This design comes from an exercise in tuning for small area, a short achievable clock period and few clock cycles per item on the open sky130 flow, not from production work.
Only simulation tests tie the RTL to the original design; equivalence was not proved.

==> xenon: inputs <==
// fft_fp
module fft_fp #(
  parameter int unsigned LOG2_NS = 4,
  parameter int unsigned NS      = 16,
  parameter int unsigned DATA_W  = 18,
  parameter int unsigned FRAC_W  = 12,
  parameter int unsigned TW_W    = 16
) (
  input  logic                     clk,
  input  logic                     rst_n,
  input  logic                     start,
  input  logic                     inverse,
  input  logic                     in_valid,
  output logic                     in_ready,
  input  logic signed [DATA_W-1:0] in_re,
  input  logic signed [DATA_W-1:0] in_im,
  output logic                     out_valid,
  input  logic                     out_ready,
  output logic signed [DATA_W-1:0] out_re,
  output logic signed [DATA_W-1:0] out_im,
  output logic                     out_last,
  output logic                     busy
);
==> flow/config.mk <==
export PLATFORM = sky130hd
export DESIGN_NAME = fft_fp
export DESIGN_NICKNAME = fft_fp
export VERILOG_FILES = /design/flow/design.v
export SDC_FILE = /design/flow/constraint.sdc
export NUM_CORES = 4
export LEC_CHECK = 0
export CAP_MARGIN = 20
export CORE_MARGIN = 2
export CORE_UTILIZATION = 40
export SLEW_MARGIN = 20
==> flow/constraint.sdc <==
create_clock -name core_clock -period 20.0 [get_ports {clk}]
set_input_delay 4.0000 -clock core_clock [delete_from_list [all_inputs] [get_ports {clk}]]
set_output_delay 4.0000 -clock core_clock [all_outputs]
set_load 0.01 [all_outputs]
run.sh (not shown) runs the stock make flow with config.mk's settings and CLKGATE_MAP_FILE= SYNTH_SCRIPT=/design/flow/synth_recipe.tcl, a recipe that flattens the netlist after the stock synthesis.
==> garnet: changes against xenon <==
--- a/flow/design.v
+++ b/flow/design.v
@@ -1630,35 +1630,34 @@
   logic [1:0]  lp_q;      
   logic [4:0]  c_q;       
   logic [35:0] sr_q [16];
   logic [35:0] oq_q;
   logic [37:0] prod_q;
   logic        rdy_q, ldok_q;
   logic        f_s0w, f_st1, f_loop, f_s2e, f_s2o;
   logic        ev_prd, ev_w4, od_prd, od_w4;
-  logic        tw_prd, tw_asel;
-  logic [35:0] b_q;       
+  logic        tw_prd, tw_b14, tw_b1, tw_asel;
   logic        t_swp, t_c13, t_c2, t_sub, t_sxr, t_syr, t_sxi, t_syi;
   logic acc, ld_out;
   always_comb begin
     acc    = rdy_q && in_valid;
     ld_out = ldok_q && (!ov_q || out_ready);
   end
   logic [35:0] s0_a, s0_b;
   fft_fp_butterfly u_s0 (
     .a_i(sr_q[8]), .tr_i({sr_q[0][35], sr_q[0][35:18]}), .ti_i({sr_q[0][17], sr_q[0][17:0]}),
     .nr_i(1'b0), .ni_i(1'b0), .inv_i(inv_q), .a_o(s0_a), .b_o(s0_b));
   logic [35:0] pe_b_ev, pe_b_od, pe_a_od;
   logic [18:0] ev_tr, ev_ti, od_tr, od_ti;
   logic        ev_nr, ev_ni, od_nr, od_ni;
   always_comb begin
-    pe_b_ev = f_st1 ? sr_q[1] : sr_q[3];
-    pe_b_od = f_st1 ? sr_q[9] : sr_q[6];
-    pe_a_od = f_st1 ? sr_q[13] : sr_q[8];
+    pe_b_ev = f_st1 ? s0_b : sr_q[2];
+    pe_b_od = f_st1 ? s0_a : sr_q[5];
+    pe_a_od = f_st1 ? sr_q[12] : sr_q[7];
     if (ev_prd) begin
       {ev_tr, ev_ti, ev_nr, ev_ni} = {prod_q[37:19], prod_q[18:0], 1'b0, 1'b0};
     end else if (ev_w4) begin
       {ev_tr, ev_ti, ev_nr, ev_ni} = {pe_b_ev[17], pe_b_ev[17:0], pe_b_ev[35], pe_b_ev[35:18],
                                       inv_q, !inv_q};
     end else begin
       {ev_tr, ev_ti, ev_nr, ev_ni} = {pe_b_ev[35], pe_b_ev[35:18], pe_b_ev[17], pe_b_ev[17:0],
                                       1'b0, 1'b0};
@@ -1669,27 +1668,28 @@
       {od_tr, od_ti, od_nr, od_ni} = {pe_b_od[17], pe_b_od[17:0], pe_b_od[35], pe_b_od[35:18],
                                       inv_q, !inv_q};
     end else begin
       {od_tr, od_ti, od_nr, od_ni} = {pe_b_od[35], pe_b_od[35:18], pe_b_od[17], pe_b_od[17:0],
                                       1'b0, 1'b0};
     end
   end
   logic [35:0] ev_a, ev_b, od_a, od_b;
-  fft_fp_butterfly u_pe (.a_i(sr_q[5]), .tr_i(ev_tr), .ti_i(ev_ti), .nr_i(ev_nr), .ni_i(ev_ni),
+  fft_fp_butterfly u_pe (.a_i(sr_q[4]), .tr_i(ev_tr), .ti_i(ev_ti), .nr_i(ev_nr), .ni_i(ev_ni),
                          .inv_i(inv_q), .a_o(ev_a), .b_o(ev_b));
   fft_fp_butterfly u_po (.a_i(pe_a_od), .tr_i(od_tr), .ti_i(od_ti), .nr_i(od_nr), .ni_i(od_ni),
                          .inv_i(inv_q), .a_o(od_a), .b_o(od_b));
-  logic [35:0] tw_a;
+  logic [35:0] tw_a, tw_b;
   always_comb begin
-    tw_a = tw_prd ? 36'd0 : tw_asel ? sr_q[3] : sr_q[5];
+    tw_b = tw_b14 ? sr_q[14] : tw_b1 ? sr_q[1] : sr_q[3];
+    tw_a = tw_prd ? 36'd0 : tw_asel ? sr_q[2] : sr_q[4];
   end
   logic [32:0] tw_sr, tw_si;
   fft_fp_tw u_tw (
-    .a_i(tw_a), .b_i(b_q), .swp(1'b0), .c13(t_c13), .c2(t_c2), .a_en(!tw_prd),
+    .a_i(tw_a), .b_i(tw_b), .swp(t_swp), .c13(t_c13), .c2(t_c2), .a_en(!tw_prd),
     .sub(t_sub), .inv3(inv_q && !tw_prd),
     .sx_r(t_sxr), .sy_r(t_syr), .sx_i(t_sxi), .sy_i(t_syi),
     .s_r(tw_sr), .s_i(tw_si));
   logic [35:0] x_res;
   always_comb begin
     x_res = inv_q ? {tw_sr[32:15], tw_si[32:15]} : {tw_sr[31:14], tw_si[31:14]};
   end
   always_ff @(posedge clk) begin
@@ -1697,114 +1697,98 @@
       if (!f_loop) begin
         sr_q[0] <= acc ? {in_re, in_im} : sr_q[15];
         for (int j = 1; j < 16; j++) sr_q[j] <= sr_q[j-1];
         if (f_s0w) begin
           sr_q[9] <= s0_a;
           sr_q[1] <= s0_b;
         end
         if (f_st1) begin
-          sr_q[2]  <= od_a;
-          sr_q[10] <= od_b;
-          sr_q[14] <= ev_a;
-          sr_q[6]  <= ev_b;
+          sr_q[1]  <= od_a;
+          sr_q[9]  <= od_b;
+          sr_q[13] <= ev_a;
+          sr_q[5]  <= ev_b;
         end
       end else begin
         for (int j = 0; j < 16; j++) sr_q[j] <= sr_q[(j+12)%16];
         if (f_s2e) begin
-          sr_q[9] <= ev_a;
-          sr_q[7] <= ev_b;
+          sr_q[8] <= ev_a;
+          sr_q[6] <= ev_b;
         end
         if (f_s2o) begin
-          sr_q[12] <= od_a;
-          sr_q[10] <= od_b;
+          sr_q[11] <= od_a;
+          sr_q[9]  <= od_b;
         end
       end
       prod_q <= {tw_sr[32:14], tw_si[32:14]};
     end
   end
   always_ff @(posedge clk) begin
     if (ld_out) oq_q <= x_res;
-    b_q <= b_d;
   end
   logic        run_d, inv_d, ov_d;
   logic [3:0]  ph_d;
   logic [4:0]  n_d, t_d, c_d;
   logic [1:0]  lp_d;
   always_comb begin
     run_d = run_q;
     inv_d = inv_q;
     ov_d  = ov_q;
     ph_d  = ph_q + 4'd1;
     n_d   = n_q;
     t_d   = t_q;
     c_d   = c_q;
-    lp_d  = (t_q == 5'd21) ? 2'd0 : lp_q + 2'd1;
+    lp_d  = (t_q == 5'd20) ? 2'd0 : lp_q + 2'd1;
     if (!run_q) begin
       if (start) begin
         run_d = 1'b1;
         inv_d = inverse;
         ph_d  = '0;
         n_d   = '0;
         t_d   = '0;
         c_d   = '0;
       end
     end else begin
       if (acc) n_d = n_q + 5'd1;
       if (acc && n_q == 5'd15) t_d = 5'd16;
-      else if (t_q != 5'd0 && t_q != 5'd23) t_d = t_q + 5'd1;
+      else if (t_q != 5'd0 && t_q != 5'd22) t_d = t_q + 5'd1;
       if (ld_out) begin
         ov_d = 1'b1;
         c_d  = c_q + 5'd1;
       end else if (out_ready) begin
         ov_d = 1'b0;
         if (ov_q && c_q[4]) run_d = 1'b0;
       end
     end
   end
-  logic [4:0] c_n;
-  logic       prd_d, ldok_d, rdy_d;
-  logic [35:0] b_d;
+  logic       prd_d;
   logic [2:0] k_d;
   logic [1:0] e_ev_d, e_od_d;
-  logic       s2o_d, st1_d;
   logic       swp_d, sxr_d, syr_d, sxi_d, syi_d, sub_d;
   always_comb begin
-    c_n    = ldok_q ? c_q + 5'd1 : c_q;
-    prd_d  = (t_d >= 5'd18) && (t_d <= 5'd21);
-    s2o_d  = (t_d >= 5'd19) && (t_d <= 5'd22);
-    st1_d  = f_s0w && (n_q >= 5'd13);
-    e_ev_d = 2'(t_d - 5'd18);
-    e_od_d = 2'(t_d - 5'd19);
+    prd_d  = (t_d >= 5'd17) && (t_d <= 5'd20);
+    e_ev_d = 2'(t_d - 5'd17);
+    e_od_d = 2'(t_d - 5'd18);
     if (prd_d) begin
-      k_d   = {(t_d >= 5'd20), 2'b10};
+      k_d   = {(t_d >= 5'd19), 2'b10};
       sub_d = 1'b0;
     end else begin
-      k_d   = {c_n[2], c_n[1:0]};
-      sub_d = c_n[3];
+      k_d   = {c_d[2], c_d[1:0]};
+      sub_d = c_d[3];
     end
     case (k_d)
       3'd0:    {swp_d, sxr_d, syr_d, sxi_d, syi_d} = {1'b0, 1'b0, 1'b0, 1'b0, 1'b0};
       3'd4:    {swp_d, sxr_d, syr_d, sxi_d, syi_d} = {1'b1, inv_d, 1'b0, !inv_d, 1'b0};
       3'd2:    {swp_d, sxr_d, syr_d, sxi_d, syi_d} = {1'b0, 1'b0, inv_d, 1'b0, !inv_d};
       3'd6:    {swp_d, sxr_d, syr_d, sxi_d, syi_d} = {1'b0, 1'b1, inv_d, 1'b1, !inv_d};
       3'd1:    {swp_d, sxr_d, syr_d, sxi_d, syi_d} = {1'b0, 1'b0, inv_d, 1'b0, !inv_d};
       3'd3:    {swp_d, sxr_d, syr_d, sxi_d, syi_d} = {1'b1, inv_d, 1'b0, !inv_d, 1'b0};
       3'd5:    {swp_d, sxr_d, syr_d, sxi_d, syi_d} = {1'b1, inv_d, 1'b1, !inv_d, 1'b1};
       default: {swp_d, sxr_d, syr_d, sxi_d, syi_d} = {1'b0, 1'b1, inv_d, 1'b1, !inv_d};
     endcase
-    if (prd_d) b_d = (t_d == 5'd20) ? sr_q[11] : sr_q[14];
-    else       b_d = c_n[2] ? sr_q[14] : sr_q[0];
-    if (swp_d) b_d = {b_d[17:0], b_d[35:18]};
-    if (!run_q) rdy_d = start;
-    else if (acc) rdy_d = (n_q != 5'd15);
-    else rdy_d = !n_q[4] && (4'(ph_q + 4'd1) == n_q[3:0]);
-    if (!run_q || t_d < 5'd22) ldok_d = 1'b0;
-    else if (ld_out) ldok_d = !(c_q == 5'd15);
-    else ldok_d = !c_q[4] && (2'(lp_d) == c_q[1:0]);
   end
   always_ff @(posedge clk or negedge rst_n) begin
     if (!rst_n) begin
       run_q  <= 1'b0;
       inv_q  <= 1'b0;
       ov_q   <= 1'b0;
       last_q <= 1'b0;
       ph_q   <= '0;
@@ -1819,16 +1803,18 @@
       f_loop <= 1'b0;
       f_s2e  <= 1'b0;
       f_s2o  <= 1'b0;
       ev_prd <= 1'b0;
       ev_w4  <= 1'b0;
       od_prd <= 1'b0;
       od_w4  <= 1'b0;
       tw_prd <= 1'b0;
+      tw_b14 <= 1'b0;
+      tw_b1  <= 1'b0;
       tw_asel <= 1'b0;
       t_swp  <= 1'b0;
       t_c13  <= 1'b0;
       t_c2   <= 1'b0;
       t_sub  <= 1'b0;
       t_sxr  <= 1'b0;
       t_syr  <= 1'b0;
       t_sxi  <= 1'b0;
@@ -1838,29 +1824,31 @@
       inv_q  <= inv_d;
       ov_q   <= ov_d;
       last_q <= ov_d && c_d[4];
       ph_q   <= ph_d;
       n_q    <= n_d;
       t_q    <= t_d;
       lp_q   <= lp_d;
       c_q    <= c_d;
-      rdy_q  <= rdy_d;
-      ldok_q <= ldok_d;
-      f_s0w  <= acc && (n_q >= 5'd8);
-      f_st1  <= st1_d;
-      f_loop <= (t_d >= 5'd18);
+      rdy_q  <= run_d && !n_d[4] && (ph_d == n_d[3:0]);
+      ldok_q <= run_d && (t_d >= 5'd21) && !c_d[4] && (lp_d == c_d[1:0]);
+      f_s0w  <= acc && (n_q >= 5'd8) && (n_q <= 5'd11);
+      f_st1  <= acc && (n_q >= 5'd12);
+      f_loop <= (t_d >= 5'd17);
       f_s2e  <= prd_d;
-      f_s2o  <= s2o_d;
+      f_s2o  <= (t_d >= 5'd18) && (t_d <= 5'd21);
       ev_prd <= prd_d && e_ev_d[0];
-      ev_w4  <= st1_d || (prd_d && (e_ev_d == 2'd2));
-      od_prd <= s2o_d && e_od_d[0];
-      od_w4  <= s2o_d && (e_od_d == 2'd2);
+      ev_w4  <= (acc && (n_q >= 5'd12)) || (prd_d && (e_ev_d == 2'd2));
+      od_prd <= (t_d >= 5'd18) && (t_d <= 5'd21) && e_od_d[0];
+      od_w4  <= (t_d >= 5'd18) && (t_d <= 5'd21) && (e_od_d == 2'd2);
       tw_prd <= prd_d;
-      tw_asel <= c_n[2];
+      tw_b14 <= prd_d && t_d[0];
+      tw_b1  <= prd_d ? !t_d[0] : c_d[2];
+      tw_asel <= c_d[2];
       t_swp  <= swp_d;
       t_c13  <= k_d[0];
       t_c2   <= (k_d[1:0] == 2'b10);
       t_sub  <= sub_d;
       t_sxr  <= sxr_d ^ sub_d;
       t_syr  <= syr_d ^ sub_d;
       t_sxi  <= sxi_d ^ sub_d;
       t_syi  <= syi_d ^ sub_d;
==> amber: changes against xenon <==
--- a/flow/design.v
+++ b/flow/design.v
@@ -1646,19 +1646,19 @@
   logic [35:0] s0_a, s0_b;
   fft_fp_butterfly u_s0 (
     .a_i(sr_q[8]), .tr_i({sr_q[0][35], sr_q[0][35:18]}), .ti_i({sr_q[0][17], sr_q[0][17:0]}),
     .nr_i(1'b0), .ni_i(1'b0), .inv_i(inv_q), .a_o(s0_a), .b_o(s0_b));
   logic [35:0] pe_b_ev, pe_b_od, pe_a_od;
   logic [18:0] ev_tr, ev_ti, od_tr, od_ti;
   logic        ev_nr, ev_ni, od_nr, od_ni;
   always_comb begin
-    pe_b_ev = f_st1 ? sr_q[1] : sr_q[3];
-    pe_b_od = f_st1 ? sr_q[9] : sr_q[6];
-    pe_a_od = f_st1 ? sr_q[13] : sr_q[8];
+    pe_b_ev = f_st1 ? s0_b : sr_q[2];
+    pe_b_od = f_st1 ? s0_a : sr_q[5];
+    pe_a_od = f_st1 ? sr_q[12] : sr_q[7];
     if (ev_prd) begin
       {ev_tr, ev_ti, ev_nr, ev_ni} = {prod_q[37:19], prod_q[18:0], 1'b0, 1'b0};
     end else if (ev_w4) begin
       {ev_tr, ev_ti, ev_nr, ev_ni} = {pe_b_ev[17], pe_b_ev[17:0], pe_b_ev[35], pe_b_ev[35:18],
                                       inv_q, !inv_q};
     end else begin
       {ev_tr, ev_ti, ev_nr, ev_ni} = {pe_b_ev[35], pe_b_ev[35:18], pe_b_ev[17], pe_b_ev[17:0],
                                       1'b0, 1'b0};
@@ -1669,23 +1669,23 @@
       {od_tr, od_ti, od_nr, od_ni} = {pe_b_od[17], pe_b_od[17:0], pe_b_od[35], pe_b_od[35:18],
                                       inv_q, !inv_q};
     end else begin
       {od_tr, od_ti, od_nr, od_ni} = {pe_b_od[35], pe_b_od[35:18], pe_b_od[17], pe_b_od[17:0],
                                       1'b0, 1'b0};
     end
   end
   logic [35:0] ev_a, ev_b, od_a, od_b;
-  fft_fp_butterfly u_pe (.a_i(sr_q[5]), .tr_i(ev_tr), .ti_i(ev_ti), .nr_i(ev_nr), .ni_i(ev_ni),
+  fft_fp_butterfly u_pe (.a_i(sr_q[4]), .tr_i(ev_tr), .ti_i(ev_ti), .nr_i(ev_nr), .ni_i(ev_ni),
                          .inv_i(inv_q), .a_o(ev_a), .b_o(ev_b));
   fft_fp_butterfly u_po (.a_i(pe_a_od), .tr_i(od_tr), .ti_i(od_ti), .nr_i(od_nr), .ni_i(od_ni),
                          .inv_i(inv_q), .a_o(od_a), .b_o(od_b));
   logic [35:0] tw_a;
   always_comb begin
-    tw_a = tw_prd ? 36'd0 : tw_asel ? sr_q[3] : sr_q[5];
+    tw_a = tw_prd ? 36'd0 : tw_asel ? sr_q[2] : sr_q[4];
   end
   logic [32:0] tw_sr, tw_si;
   fft_fp_tw u_tw (
     .a_i(tw_a), .b_i(b_q), .swp(1'b0), .c13(t_c13), .c2(t_c2), .a_en(!tw_prd),
     .sub(t_sub), .inv3(inv_q && !tw_prd),
     .sx_r(t_sxr), .sy_r(t_syr), .sx_i(t_sxi), .sy_i(t_syi),
     .s_r(tw_sr), .s_i(tw_si));
   logic [35:0] x_res;
@@ -1697,30 +1697,30 @@
       if (!f_loop) begin
         sr_q[0] <= acc ? {in_re, in_im} : sr_q[15];
         for (int j = 1; j < 16; j++) sr_q[j] <= sr_q[j-1];
         if (f_s0w) begin
           sr_q[9] <= s0_a;
           sr_q[1] <= s0_b;
         end
         if (f_st1) begin
-          sr_q[2]  <= od_a;
-          sr_q[10] <= od_b;
-          sr_q[14] <= ev_a;
-          sr_q[6]  <= ev_b;
+          sr_q[1]  <= od_a;
+          sr_q[9]  <= od_b;
+          sr_q[13] <= ev_a;
+          sr_q[5]  <= ev_b;
         end
       end else begin
         for (int j = 0; j < 16; j++) sr_q[j] <= sr_q[(j+12)%16];
         if (f_s2e) begin
-          sr_q[9] <= ev_a;
-          sr_q[7] <= ev_b;
+          sr_q[8] <= ev_a;
+          sr_q[6] <= ev_b;
         end
         if (f_s2o) begin
-          sr_q[12] <= od_a;
-          sr_q[10] <= od_b;
+          sr_q[11] <= od_a;
+          sr_q[9]  <= od_b;
         end
       end
       prod_q <= {tw_sr[32:14], tw_si[32:14]};
     end
   end
   always_ff @(posedge clk) begin
     if (ld_out) oq_q <= x_res;
     b_q <= b_d;
@@ -1732,77 +1732,74 @@
   always_comb begin
     run_d = run_q;
     inv_d = inv_q;
     ov_d  = ov_q;
     ph_d  = ph_q + 4'd1;
     n_d   = n_q;
     t_d   = t_q;
     c_d   = c_q;
-    lp_d  = (t_q == 5'd21) ? 2'd0 : lp_q + 2'd1;
+    lp_d  = (t_q == 5'd20) ? 2'd0 : lp_q + 2'd1;
     if (!run_q) begin
       if (start) begin
         run_d = 1'b1;
         inv_d = inverse;
         ph_d  = '0;
         n_d   = '0;
         t_d   = '0;
         c_d   = '0;
       end
     end else begin
       if (acc) n_d = n_q + 5'd1;
       if (acc && n_q == 5'd15) t_d = 5'd16;
-      else if (t_q != 5'd0 && t_q != 5'd23) t_d = t_q + 5'd1;
+      else if (t_q != 5'd0 && t_q != 5'd22) t_d = t_q + 5'd1;
       if (ld_out) begin
         ov_d = 1'b1;
         c_d  = c_q + 5'd1;
       end else if (out_ready) begin
         ov_d = 1'b0;
         if (ov_q && c_q[4]) run_d = 1'b0;
       end
     end
   end
   logic [4:0] c_n;
   logic       prd_d, ldok_d, rdy_d;
   logic [35:0] b_d;
   logic [2:0] k_d;
   logic [1:0] e_ev_d, e_od_d;
-  logic       s2o_d, st1_d;
   logic       swp_d, sxr_d, syr_d, sxi_d, syi_d, sub_d;
   always_comb begin
     c_n    = ldok_q ? c_q + 5'd1 : c_q;
-    prd_d  = (t_d >= 5'd18) && (t_d <= 5'd21);
-    s2o_d  = (t_d >= 5'd19) && (t_d <= 5'd22);
-    st1_d  = f_s0w && (n_q >= 5'd13);
-    e_ev_d = 2'(t_d - 5'd18);
-    e_od_d = 2'(t_d - 5'd19);
+    prd_d  = (t_d >= 5'd17) && (t_d <= 5'd20);
+    e_ev_d = 2'(t_d - 5'd17);
+    e_od_d = 2'(t_d - 5'd18);
     if (prd_d) begin
-      k_d   = {(t_d >= 5'd20), 2'b10};
+      k_d   = {(t_d >= 5'd19), 2'b10};
       sub_d = 1'b0;
     end else begin
       k_d   = {c_n[2], c_n[1:0]};
       sub_d = c_n[3];
     end
     case (k_d)
       3'd0:    {swp_d, sxr_d, syr_d, sxi_d, syi_d} = {1'b0, 1'b0, 1'b0, 1'b0, 1'b0};
       3'd4:    {swp_d, sxr_d, syr_d, sxi_d, syi_d} = {1'b1, inv_d, 1'b0, !inv_d, 1'b0};
       3'd2:    {swp_d, sxr_d, syr_d, sxi_d, syi_d} = {1'b0, 1'b0, inv_d, 1'b0, !inv_d};
       3'd6:    {swp_d, sxr_d, syr_d, sxi_d, syi_d} = {1'b0, 1'b1, inv_d, 1'b1, !inv_d};
       3'd1:    {swp_d, sxr_d, syr_d, sxi_d, syi_d} = {1'b0, 1'b0, inv_d, 1'b0, !inv_d};
       3'd3:    {swp_d, sxr_d, syr_d, sxi_d, syi_d} = {1'b1, inv_d, 1'b0, !inv_d, 1'b0};
       3'd5:    {swp_d, sxr_d, syr_d, sxi_d, syi_d} = {1'b1, inv_d, 1'b1, !inv_d, 1'b1};
       default: {swp_d, sxr_d, syr_d, sxi_d, syi_d} = {1'b0, 1'b1, inv_d, 1'b1, !inv_d};
     endcase
-    if (prd_d) b_d = (t_d == 5'd20) ? sr_q[11] : sr_q[14];
-    else       b_d = c_n[2] ? sr_q[14] : sr_q[0];
+    if (prd_d) b_d = (t_d == 5'd19) ? sr_q[10] : sr_q[13];
+    else       b_d = c_n[2] ? sr_q[13] : sr_q[15];
     if (swp_d) b_d = {b_d[17:0], b_d[35:18]};
     if (!run_q) rdy_d = start;
     else if (acc) rdy_d = (n_q != 5'd15);
     else rdy_d = !n_q[4] && (4'(ph_q + 4'd1) == n_q[3:0]);
-    if (!run_q || t_d < 5'd22) ldok_d = 1'b0;
+    if (!run_q || t_d < 5'd21) ldok_d = 1'b0;
     else if (ld_out) ldok_d = !(c_q == 5'd15);
     else ldok_d = !c_q[4] && (2'(lp_d) == c_q[1:0]);
   end
   always_ff @(posedge clk or negedge rst_n) begin
     if (!rst_n) begin
       run_q  <= 1'b0;
       inv_q  <= 1'b0;
       ov_q   <= 1'b0;
@@ -1840,25 +1837,25 @@
       last_q <= ov_d && c_d[4];
       ph_q   <= ph_d;
       n_q    <= n_d;
       t_q    <= t_d;
       lp_q   <= lp_d;
       c_q    <= c_d;
       rdy_q  <= rdy_d;
       ldok_q <= ldok_d;
-      f_s0w  <= acc && (n_q >= 5'd8);
-      f_st1  <= st1_d;
-      f_loop <= (t_d >= 5'd18);
+      f_s0w  <= acc && (n_q >= 5'd8) && (n_q <= 5'd11);
+      f_st1  <= acc && (n_q >= 5'd12);
+      f_loop <= (t_d >= 5'd17);
       f_s2e  <= prd_d;
-      f_s2o  <= s2o_d;
+      f_s2o  <= (t_d >= 5'd18) && (t_d <= 5'd21);
       ev_prd <= prd_d && e_ev_d[0];
-      ev_w4  <= st1_d || (prd_d && (e_ev_d == 2'd2));
-      od_prd <= s2o_d && e_od_d[0];
-      od_w4  <= s2o_d && (e_od_d == 2'd2);
+      ev_w4  <= (acc && (n_q >= 5'd12)) || (prd_d && (e_ev_d == 2'd2));
+      od_prd <= (t_d >= 5'd18) && (t_d <= 5'd21) && e_od_d[0];
+      od_w4  <= (t_d >= 5'd18) && (t_d <= 5'd21) && (e_od_d == 2'd2);
       tw_prd <= prd_d;
       tw_asel <= c_n[2];
       t_swp  <= swp_d;
       t_c13  <= k_d[0];
       t_c2   <= (k_d[1:0] == 2'b10);
       t_sub  <= sub_d;
       t_sxr  <= sxr_d ^ sub_d;
       t_syr  <= syr_d ^ sub_d;
==> impl_metrics.json <==
{
  "status": "complete, no violations",
  "setup_slack_ns": 9.954,
  "finalCriticalPeriod_ns": 10.05,
  "reg.largest.list": "sr_q x576, prod_q x38, oq_q x36",
  "layout_common_cells": "834 x inv_1, 614 x dfxtp_1, 608 x nor2_1, 600 x nand2_1, 516 x ha_1",
  "rows": 146,
  "syn2layout_area_growth_pct": 8.498,
  "die_h_um": 403.5,
  "clkbuf_count": 103,
  "n_all_inverters": 843
}
That was garnet.
==> impl_metrics.json <==
{
  "syn2layout_area_growth_pct": 8.852,
  "setup_slack_ns": 11.37,
  "synthXorXnorAreaFrac_pct": 5.663,
  "reg.largest.list": "sr_q x576, prod_q x38",
  "cts_tree": "yes",
  "clkbuf_count": 124,
  "n_all_inverters": 843,
  "layout_common_cells": "838 x inv_1, 679 x nor2_1, 650 x dfxtp_1, 606 x nand2_1, 517 x ha_1",
  "timing.rr.start": "t_c13",
  "wire_per_inst_um": 24.64,
  "initial_core_util_pct": 40.24,
  "die_h_um": 405.7,
  "status": "complete, no violations"
}
That was amber.
==> impl_metrics.json <==
{
  "status": "complete, no violations",
  "die_h_um": 402.7,
  "rows": 146,
  "wl_met2_mm": 96.68,
  "initial_core_util_pct": 40.20,
  "reg.largest.list": "sr_q x576, prod_q x38",
  "syn2layout_area_growth_pct": 8.490,
  "detail-route-antenna-nets": 0,
  "clkbuf_count": 109,
  "postCtsSetupBuffers": 0,
  "finalCriticalPeriod_ns": 8.436,
  "layout_common_cells": "832 x inv_1, 650 x dfxtp_1, 591 x nor2_1, 561 x nand2_1, 517 x ha_1",
  "setup_slack_ns": 11.56,
  "final_net_count": 8086
}
That was xenon.
Testbench counts of xenon, summed over its fixed seeds: cycles 2,560, transforms 64.
Testbench counts of garnet, summed over its fixed seeds: cycles 2,496, transforms 64.
Testbench counts of amber, summed over its fixed seeds: cycles 2,496, transforms 64.

port drivers added, routing unchanged:
The results above use ideal ports. As a check the final layouts listed here were re-extracted and re-timed, cells and wires unchanged. Step 1, drivers: a clkbuf_16 drives clk and a buf_2 each remaining input, both assumed. Step 2 times the ports against the registers' clock, not the clock port: input delays grow and output delays shrink by t, the midpoint of the rising clock arrivals with the driver on. Slacks: ideal / step 1 / step 2; pairs: ideal / step 1.
run | shift t [ns] | setup slack, ns | slew at the worst register clock pin (ns)
xenon | 0.774 | 11.564 / 11.564 / 11.564 | 0.07 / 0.07
garnet | 0.781 | 9.954 / 9.954 / 9.954 | 0.07 / 0.07
amber | 0.789 | 11.370 / 11.370 / 11.370 | 0.07 / 0.07
After both steps every run listed still meets setup and hold.
